Source: an optimization exercise on an open RTL-to-GDS flow (aim: small area, a short achievable clock period and few clock cycles per item). Production flows keep margins and buffers that such runs may drop. Only the layout flow was run in this run; the RTL was not checked for function there.

### design.v
package rsa_pkg;
  localparam int OPERAND_WIDTH = 32;
  localparam int EXP_BITS = 16;
  localparam int ACC_WIDTH = OPERAND_WIDTH + 1;
  localparam logic [1:0] OP_NOP = 2'd0;
  localparam logic [1:0] OP_EXP = 2'd1;
  localparam logic [2:0] PARAM_MODULUS = 3'd0;
  localparam logic [2:0] PARAM_R_MOD_N = 3'd1;
  localparam logic [2:0] PARAM_BASE = 3'd2;
  localparam logic [2:0] PARAM_R2_MOD_N = 3'd3;
  localparam logic [2:0] PARAM_EXPONENT = 3'd4;
endpackage
`timescale 1ns/1ps
import rsa_pkg::*;
module montgomery_mult (
  input  logic                     clk,
  input  logic                     clear,      
  input  logic                     load_sub,   
  input  logic [1:0]               a_bits,     
  input  logic [OPERAND_WIDTH-1:0] b,
  input  logic [OPERAND_WIDTH-1:0] modulus,
  output logic [ACC_WIDTH:0]       sum,        
  output logic [OPERAND_WIDTH-1:0] held
);
  localparam int TW = ACC_WIDTH + 1;   
  logic [ACC_WIDTH-1:0] s_q;
  logic [ACC_WIDTH-1:0] c_q;
  logic [TW-1:0]        s_in;
  logic [TW-1:0]        c_in;
  logic [TW-1:0]        pp0, pp1, mm0, mm1;
  logic [TW-1:0]        xs1, xc1, xs2, xc2, xs3, xc3, xs4, xc4;
  logic [TW-1:0]        hs, hc;
  logic                 q0, q1;
  logic                 w_mid;
  logic [ACC_WIDTH-1:0] neg_n;
  assign s_in = TW'(s_q);
  assign c_in = TW'(c_q);
  assign q0    = s_q[0] ^ c_q[0] ^ (a_bits[0] & b[0]);
  assign w_mid = (s_q[0] | c_q[0] | (a_bits[0] & b[0])) &
                 ~(s_q[0] & c_q[0] & a_bits[0] & b[0]);
  assign q1    = s_q[1] ^ c_q[1] ^ (a_bits[0] & b[1]) ^ (q0 & modulus[1]) ^ w_mid ^
                 (a_bits[1] & b[0]);
  assign pp0 = a_bits[0] ? TW'(b)       : '0;
  assign pp1 = a_bits[1] ? TW'(b)       : '0;
  assign mm0 = q0        ? TW'(modulus) : '0;
  assign mm1 = q1        ? TW'(modulus) : '0;
  csa_row #(.W(TW)) row1 (.x(s_in), .y(c_in), .z(pp0), .s(xs1), .c(xc1));
  csa_row #(.W(TW)) row2 (.x(xs1), .y(xc1), .z(mm0), .s(xs2), .c(xc2));
  assign hs = {1'b0, xs2[TW-1:1]};
  assign hc = {1'b0, xc2[TW-1:1]};
  csa_row #(.W(TW)) row3 (.x(hs), .y(hc), .z(pp1), .s(xs3), .c(xc3));
  csa_row #(.W(TW)) row4 (.x(xs3), .y(xc3), .z(mm1), .s(xs4), .c(xc4));
  assign neg_n = {1'b1, ~modulus[OPERAND_WIDTH-1:1], 1'b1};
  assign sum  = {1'b0, s_q} + {1'b0, c_q};
  assign held = s_q[OPERAND_WIDTH-1:0];
  always_ff @(posedge clk) begin
    if (clear) begin
      s_q <= '0;
      c_q <= '0;
    end else if (load_sub) begin
      s_q <= sum[ACC_WIDTH-1:0];
      c_q <= neg_n;
    end else begin
      s_q <= xs4[TW-1:1];
      c_q <= xc4[TW-1:1];
    end
  end
endmodule
module csa_row #(
  parameter int W = 8
) (
  input  logic [W-1:0] x,
  input  logic [W-1:0] y,
  input  logic [W-1:0] z,
  output logic [W-1:0] s,
  output logic [W-1:0] c
);
  assign s = x ^ y ^ z;
  assign c = {(x[W-2:0] & y[W-2:0]) | (x[W-2:0] & z[W-2:0]) | (y[W-2:0] & z[W-2:0]), 1'b0};
endmodule
`timescale 1ns/1ps
import rsa_pkg::*;
module rsa_cmd_decode (
  input  logic                     clk,
  input  logic                     param_valid,
  input  logic [2:0]               param_sel,
  input  logic [OPERAND_WIDTH-1:0] param_data,
  input  logic                     cmd_valid,
  input  logic [1:0]               cmd_op,
  input  logic                     busy,
  output logic                     exp_fire,
  output logic [OPERAND_WIDTH-1:0] modulus,
  output logic [OPERAND_WIDTH-1:0] base,
  output logic [OPERAND_WIDTH-1:0] r2_mod_n,
  output logic [EXP_BITS-1:0]      exponent
);
  logic param_fire;
  assign param_fire = param_valid & ~busy;
  assign exp_fire   = cmd_valid & ~busy & (cmd_op == OP_EXP);
  always_ff @(posedge clk) begin
    if (param_fire) begin
      case (param_sel)
        PARAM_MODULUS:  modulus  <= param_data;
        PARAM_BASE:     base     <= param_data;
        PARAM_R2_MOD_N: r2_mod_n <= param_data;
        PARAM_EXPONENT: exponent <= param_data[EXP_BITS-1:0];
        default: begin
        end
      endcase
    end
  end
endmodule
`timescale 1ns/1ps
import rsa_pkg::*;
module rsa_modexp (
  input  logic                     clk,
  input  logic                     resetn,
  input  logic                     exp_fire,
  input  logic [OPERAND_WIDTH-1:0] modulus,
  input  logic [OPERAND_WIDTH-1:0] base,
  input  logic [OPERAND_WIDTH-1:0] r2_mod_n,
  input  logic [EXP_BITS-1:0]      exponent,
  output logic                     exp_done,
  output logic [OPERAND_WIDTH-1:0] exp_result
);
  logic                     ph_init;
  logic                     ph_iter;
  logic                     ph_res;
  logic                     ph_sub;
  logic [3:0]               it_cnt;
  logic [4:0]               rnd;
  logic                     last_rnd;
  logic                     conv_rnd;
  logic                     e_bit;
  logic [OPERAND_WIDTH-1:0] sq;
  logic [OPERAND_WIDTH-1:0] acc;
  logic [1:0]               a_bits;
  logic [1:0]               a_fetch;
  logic [OPERAND_WIDTH-1:0] a_src;
  logic [ACC_WIDTH:0]       sq_sum;
  logic [ACC_WIDTH:0]       acc_sum;
  logic [OPERAND_WIDTH-1:0] sq_red;
  logic [OPERAND_WIDTH-1:0] acc_red;
  logic                     mm_clear;
  logic                     acc_take;
  logic [OPERAND_WIDTH-1:0] sq_held;
  logic [OPERAND_WIDTH-1:0] acc_held;
  assign last_rnd = (rnd == 5'd16);
  assign e_bit    = exponent[rnd[3:0] - 4'd1];
  always_ff @(posedge clk) begin
    if (!resetn) begin
      ph_init  <= 1'b0;
      ph_iter  <= 1'b0;
      ph_res   <= 1'b0;
      ph_sub   <= 1'b0;
    end else begin
      ph_init  <= exp_fire;
      ph_res   <= ph_iter & (it_cnt == 4'd15);
      ph_sub   <= ph_res;
      if (ph_init | (ph_sub & ~last_rnd)) begin
        ph_iter <= 1'b1;
      end else if (it_cnt == 4'd15) begin
        ph_iter <= 1'b0;
      end
    end
  end
  always_ff @(posedge clk) begin
    if (ph_init) begin
      rnd      <= '0;
      conv_rnd <= 1'b1;
    end else if (ph_sub) begin
      rnd      <= rnd + 5'd1;
      conv_rnd <= 1'b0;
    end
    if (ph_iter) begin
      it_cnt <= it_cnt + 4'd1;
    end else begin
      it_cnt <= '0;
    end
  end
  assign a_src   = conv_rnd ? base : sq;
  assign a_fetch = a_src[{it_cnt + 4'd1, 1'b0} +: 2];
  assign sq_red  = sq_sum[ACC_WIDTH]  ? sq_sum[OPERAND_WIDTH-1:0]  : sq_held;
  assign acc_red = acc_sum[ACC_WIDTH] ? acc_sum[OPERAND_WIDTH-1:0] : acc_held;
  assign acc_take = !conv_rnd && e_bit;
  always_ff @(posedge clk) begin
    if (ph_init) begin
      a_bits <= base[1:0];
    end else if (ph_sub) begin
      a_bits <= sq_red[1:0];
    end else begin
      a_bits <= a_fetch;
    end
  end
  always_ff @(posedge clk) begin
    if (ph_init) begin
      sq  <= r2_mod_n;
      acc <= {{(OPERAND_WIDTH-1){1'b0}}, |modulus[OPERAND_WIDTH-1:1]};
    end else if (ph_sub) begin
      sq <= sq_red;
      if (acc_take) begin
        acc <= acc_red;
      end
    end
  end
  assign exp_result = acc;
  assign exp_done   = ph_sub & last_rnd;
  assign mm_clear   = ph_init | ph_sub;
  montgomery_mult mult_sq (
    .clk      (clk),
    .clear    (mm_clear),
    .load_sub (ph_res),
    .a_bits   (a_bits),
    .b        (sq),
    .modulus  (modulus),
    .sum      (sq_sum),
    .held     (sq_held)
  );
  montgomery_mult mult_acc (
    .clk      (clk),
    .clear    (mm_clear),
    .load_sub (ph_res),
    .a_bits   (a_bits),
    .b        (acc),
    .modulus  (modulus),
    .sum      (acc_sum),
    .held     (acc_held)
  );
endmodule
`timescale 1ns/1ps
import rsa_pkg::*;
module rsa_result (
  input  logic clk,
  input  logic resetn,
  input  logic exp_fire,
  input  logic exp_done,
  input  logic result_ready,
  output logic result_valid,
  output logic busy
);
  always_ff @(posedge clk) begin
    if (!resetn) begin
      busy         <= 1'b0;
      result_valid <= 1'b0;
    end else begin
      if (exp_fire) begin
        busy <= 1'b1;
      end else if (result_valid && result_ready) begin
        busy <= 1'b0;
      end
      if (exp_done) begin
        result_valid <= 1'b1;
      end else if (result_ready) begin
        result_valid <= 1'b0;
      end
    end
  end
endmodule
`timescale 1ns/1ps
import rsa_pkg::*;
module rsa_top (
  input  logic                     clk,
  input  logic                     resetn,
  input  logic                     param_valid,
  input  logic [2:0]               param_sel,
  input  logic [OPERAND_WIDTH-1:0] param_data,
  output logic                     param_ready,
  input  logic                     cmd_valid,
  input  logic [1:0]               cmd_op,
  output logic                     cmd_ready,
  output logic                     result_valid,
  output logic [OPERAND_WIDTH-1:0] result_data,
  input  logic                     result_ready,
  output logic                     busy
);
  logic                     exp_fire;
  logic [OPERAND_WIDTH-1:0] modulus;
  logic [OPERAND_WIDTH-1:0] base;
  logic [OPERAND_WIDTH-1:0] r2_mod_n;
  logic [EXP_BITS-1:0]      exponent;
  logic                     exp_done;
  assign param_ready = ~busy;
  assign cmd_ready   = ~busy;
  rsa_cmd_decode rsa_cmd_decode_inst (
    .clk         (clk),
    .param_valid (param_valid),
    .param_sel   (param_sel),
    .param_data  (param_data),
    .cmd_valid   (cmd_valid),
    .cmd_op      (cmd_op),
    .busy        (busy),
    .exp_fire    (exp_fire),
    .modulus     (modulus),
    .base        (base),
    .r2_mod_n    (r2_mod_n),
    .exponent    (exponent)
  );
  rsa_modexp rsa_modexp_inst (
    .clk        (clk),
    .resetn     (resetn),
    .exp_fire   (exp_fire),
    .modulus    (modulus),
    .base       (base),
    .r2_mod_n   (r2_mod_n),
    .exponent   (exponent),
    .exp_done   (exp_done),
    .exp_result (result_data)
  );
  rsa_result rsa_result_inst (
    .clk          (clk),
    .resetn       (resetn),
    .exp_fire     (exp_fire),
    .exp_done     (exp_done),
    .result_ready (result_ready),
    .result_valid (result_valid),
    .busy         (busy)
  );
endmodule
### run.sh
#!/bin/bash
# synth_recipe.tcl (not shown) runs the flow's synth.tcl, then flattens the netlist and writes it again
# the make line also repeats each setting of config.mk as NAME=value (left out here)
make -C /OpenROAD-flow-scripts/flow DESIGN_CONFIG=/design/flow/config.mk WORK_HOME=/design/flow/orfs CLKGATE_MAP_FILE= SYNTH_SCRIPT=/design/flow/synth_recipe.tcl finish
### constraint.sdc
create_clock -name core_clock -period 8.0 [get_ports {clk}]
set_input_delay 1.6000 -clock core_clock [delete_from_list [all_inputs] [get_ports {clk}]]
set_output_delay 1.6000 -clock core_clock [all_outputs]
set_load 0.01 [all_outputs]
### config.mk
export PLATFORM = sky130hd
export DESIGN_NAME = rsa_top
export DESIGN_NICKNAME = rsa_top
export VERILOG_FILES = /design/flow/design.v
export SDC_FILE = /design/flow/constraint.sdc
export NUM_CORES = 4
export LEC_CHECK = 0
export CAP_MARGIN = 20
export CORE_MARGIN = 2
export CORE_UTILIZATION = 40
export SETUP_SLACK_MARGIN = 4.6
export SLEW_MARGIN = 20
export SYNTH_HIERARCHICAL = 1
==> results by group <==
Run status
  • Status: no timing/DRC/antenna violations

Clock network
  • Clock Sinks: between 300 and 400
  • H-tree depth: 2
  • Clk root buf: clkbuf_16
  • Clk Latency, worst-skew pair: between 500 and 600 ps
  • Total CTS buffers: 40
  • Clk slew on worst S/H paths: roughly 60 ps
  • CTS max path bufs: 3
  • CTS tree: done

Die
  • Core box area: 59,240 µm²
  • Die area: 62,210 µm²
  • Starting density of the core: just over 40%
  • Chip width: about 250 µm
  • Rows: 89
  • Die height: roughly 250 µm
  • I/O pins: 78

Timing
  • Layout Skew: 31.87 ps
  • Final setup TNS: 0 ps
  • Worst slew margin: a little over a quarter
  • PnR worst setup slack: between 4000 and 5000 ps
  • Crit path time final: approximately 3300 ps
  • Final Hold Fails: 0
  • RSZ-0062 raised after global routing: yes
  • Worst-Margin Slew: 1093 ps
  • Final period util: approximately two fifths
  • Max-slew violation count: 0
  • Setup violators final: 0
  • Max Freq: approximately 300 MHz

Worst setup path
  • Critical Path AT: roughly 3600 ps
  • Crit path launch type: flop
  • CP Capture Type: flop
  • R2r endpoint: rsa_modexp_inst.sq[16]
  • CP required: 8310 ps
  • Setup Crit Path Kind: reg -> reg
  • Worst Path Max Fanout: 11
  • R2R Path Start: rsa_modexp_inst.mult_sq.s_q[5]
  • Reg2reg setup slack: between 4000 and 5000 ps
  • Cell depth of the worst flop-to-flop path: 12

Cells and area
  • Share of post-route cells with drive strength above 1: 9.019%
  • Post-layout net count: ~2,600
  • Multi-input logic area: around 15,000 µm²
  • Filler Cell Count: roughly 5,400
  • Area Growth Syn to Fin: 13.27%
  • Storage cell area: 7994 µm²

Placement
  • Gpl congestion: between 0.9 and 1
  • Pre-CTS WS: between 3000 and 4000 ps
  • Buffers on Ports: 77
  • HPWL after DPL: 45,770 µm

Global route
  • Pin count of the biggest net entering global routing: between 60 and 70
  • Initial antenna violation count: 3
  • Total track usage: between 20% and 30%
  • Grt ovf: 0
  • Vias in the first global route: between 15,000 and 20,000
  • Global-route wire length before repair: ~100,000 µm

Detailed routing
  • Drc violations: 0
  • Pre-antenna DRT Iters: 6
  • Via/cell ratio: between 5 and 6
  • Final antenna-violating net count: 0
  • Wire length per cell: 22.44 µm
  • Detailed router's first-iteration violation count: about 1,200
  • Vias: approximately 17,000
  • Drt total wl: between 60,000 and 70,000 µm

Yosys
  • Mean Syn Cell Area: 10.87 µm²
  • Post-Synthesis Cell Area: ~24,000 µm²
  • Cells after synthesis: ~2,200
  • Number of synthesis warnings: 10

Min path
  • Hold Path Sink: rsa_result_inst.busy
  • Hold path cells: 1
  • Worst hold start: rsa_result_inst.result_valid
  • Worst hold path type: reg -> reg

Run
  • Total of max-cap violations: 0
critical path, cell delays in order, from the launching register on:
cell and delay (ps):
dfxtp_2 350, ha_2 310, and2_1 180, a221oi_4 320, a2111oi_4 120, o31a_4 400, a21boi_4 180, nor2b_1 70
o32a_4 340, buf_4 150, bufbuf_16 300, mux2i_1 200, o21ai_0 100
per-layer routing:
metal	routed length, µm	global-route usage (%)	vias to the layer above
met2	32610	36.86	503
met4	2411	7.522	2
met1	29490	28.79	8539
met3	3605	3.317	128
met5	13	0	-
li1	-	-	7549
placed cells by master (no fill, tap or decap), drive strengths merged, types with 14 or more instances in the layout:
cell,count
fa,266
nor2,254
and2,206
dfxtp,181
mux2i,156
edfxtp,145
inv,111
nand2,109
clkdlybuf4s50,77
o21ai,77
ha,71
a21oi,69
xnor2,51
clkbuf,51
a211oi,41
buf,37
conb,28
a22o,26
a21o,23
xor2,23
mux4,22
nor3,17
clkinv,17
nand3,16
a31oi,16
nand4,14
through the flow:
stage,cell area [µm²],cells,hold slack [ps],util (%)
2_1_floorplan,24200,2239,443.2,-
3_3_place_gp,25240,2938,456.5,42.61
3_5_place_dp,25240,2938,464.4,42.61
4_1_cts,26890,3022,484.4,45.39
5_1_grt,27280,3035,501.3,46.06
6_report,27290,3036,481.1,46.06
worst max-delay path by stage:
stage	slack, ps	endpoint	cells after the start	from
floorplan	4710	rsa_modexp_inst.sq[10]	12	rsa_modexp_inst.mult_sq.s_q[2]
global placement	3910	rsa_modexp_inst.mult_acc.s_q[15]	11	rsa_modexp_inst.a_bits[0]
detailed placement	3860	rsa_modexp_inst.mult_acc.s_q[15]	11	rsa_modexp_inst.a_bits[0]
CTS	4600	rsa_modexp_inst.acc[0]	11	rsa_modexp_inst.mult_acc.s_q[1]
global route	4570	rsa_modexp_inst.mult_sq.s_q[15]	9	rsa_modexp_inst.a_bits[1]
finish	4680	rsa_modexp_inst.sq[16]	12	rsa_modexp_inst.mult_sq.s_q[5]
final cells by class:
class	count	area share [%]
Multi-Input combinational cell	1637	56.47
Sequential cell	326	29.30
Timing Repair Buffer	117	4.494
Clock buffer	50	4.026
Tap cell	773	3.544
Inverter	109	1.509
Clock inverter	23	0.6557
Antenna cell	1	0.009171
state kept, by name, indices dropped and copies added (netlist names), 4 cells and up:
name / count
rsa_cmd_decode_inst.base: 32
rsa_cmd_decode_inst.exponent: 16
rsa_cmd_decode_inst.modulus: 32
rsa_cmd_decode_inst.r2_mod_n: 32
rsa_modexp_inst.acc: 32
rsa_modexp_inst.it_cnt: 4
rsa_modexp_inst.mult_acc.c_q: 33
rsa_modexp_inst.mult_acc.s_q: 33
rsa_modexp_inst.mult_sq.c_q: 33
rsa_modexp_inst.mult_sq.s_q: 33
rsa_modexp_inst.rnd: 5
rsa_modexp_inst.sq: 32
what timing repair did:
item,in CTS,in global routing
hold buffers,0,0
buffers inserted,7,12
cloned,4,1
gates resized for setup,36,49
pin swaps,7,6
setup endpoints to repair,177,69

## port drivers added, routing unchanged
How much do the figures lean on ideal ports? The routed layout below was timed once more, with nothing changed but the port constraints. Step 1, drivers: a clkbuf_16 drives clk and a buf_2 each remaining input, both assumed. Step 2 adds t to the input delays and takes it off the output delays; t is the mean of the earliest and latest rising clock arrival at the registers after step 1. Input paths then give back, and output paths get back, about the clock's delay inside the block. a / b / c = no drivers / after step 1 / after step 2; a / b = the first two.
t (ns): 0.631
setup slack, ns: 4.680 / 4.680 / 4.574
hold WS [ns]: 0.481 / 0.481 / 0.481
worst register clock-pin slew, ns: 0.07 / 0.07
worst slew at a driven data input, ns: 0.07
After both steps setup and hold are still met in this run. For this run, drivers alone change the setup slack by 0.000 ns; drivers and shift together by -0.106 ns.
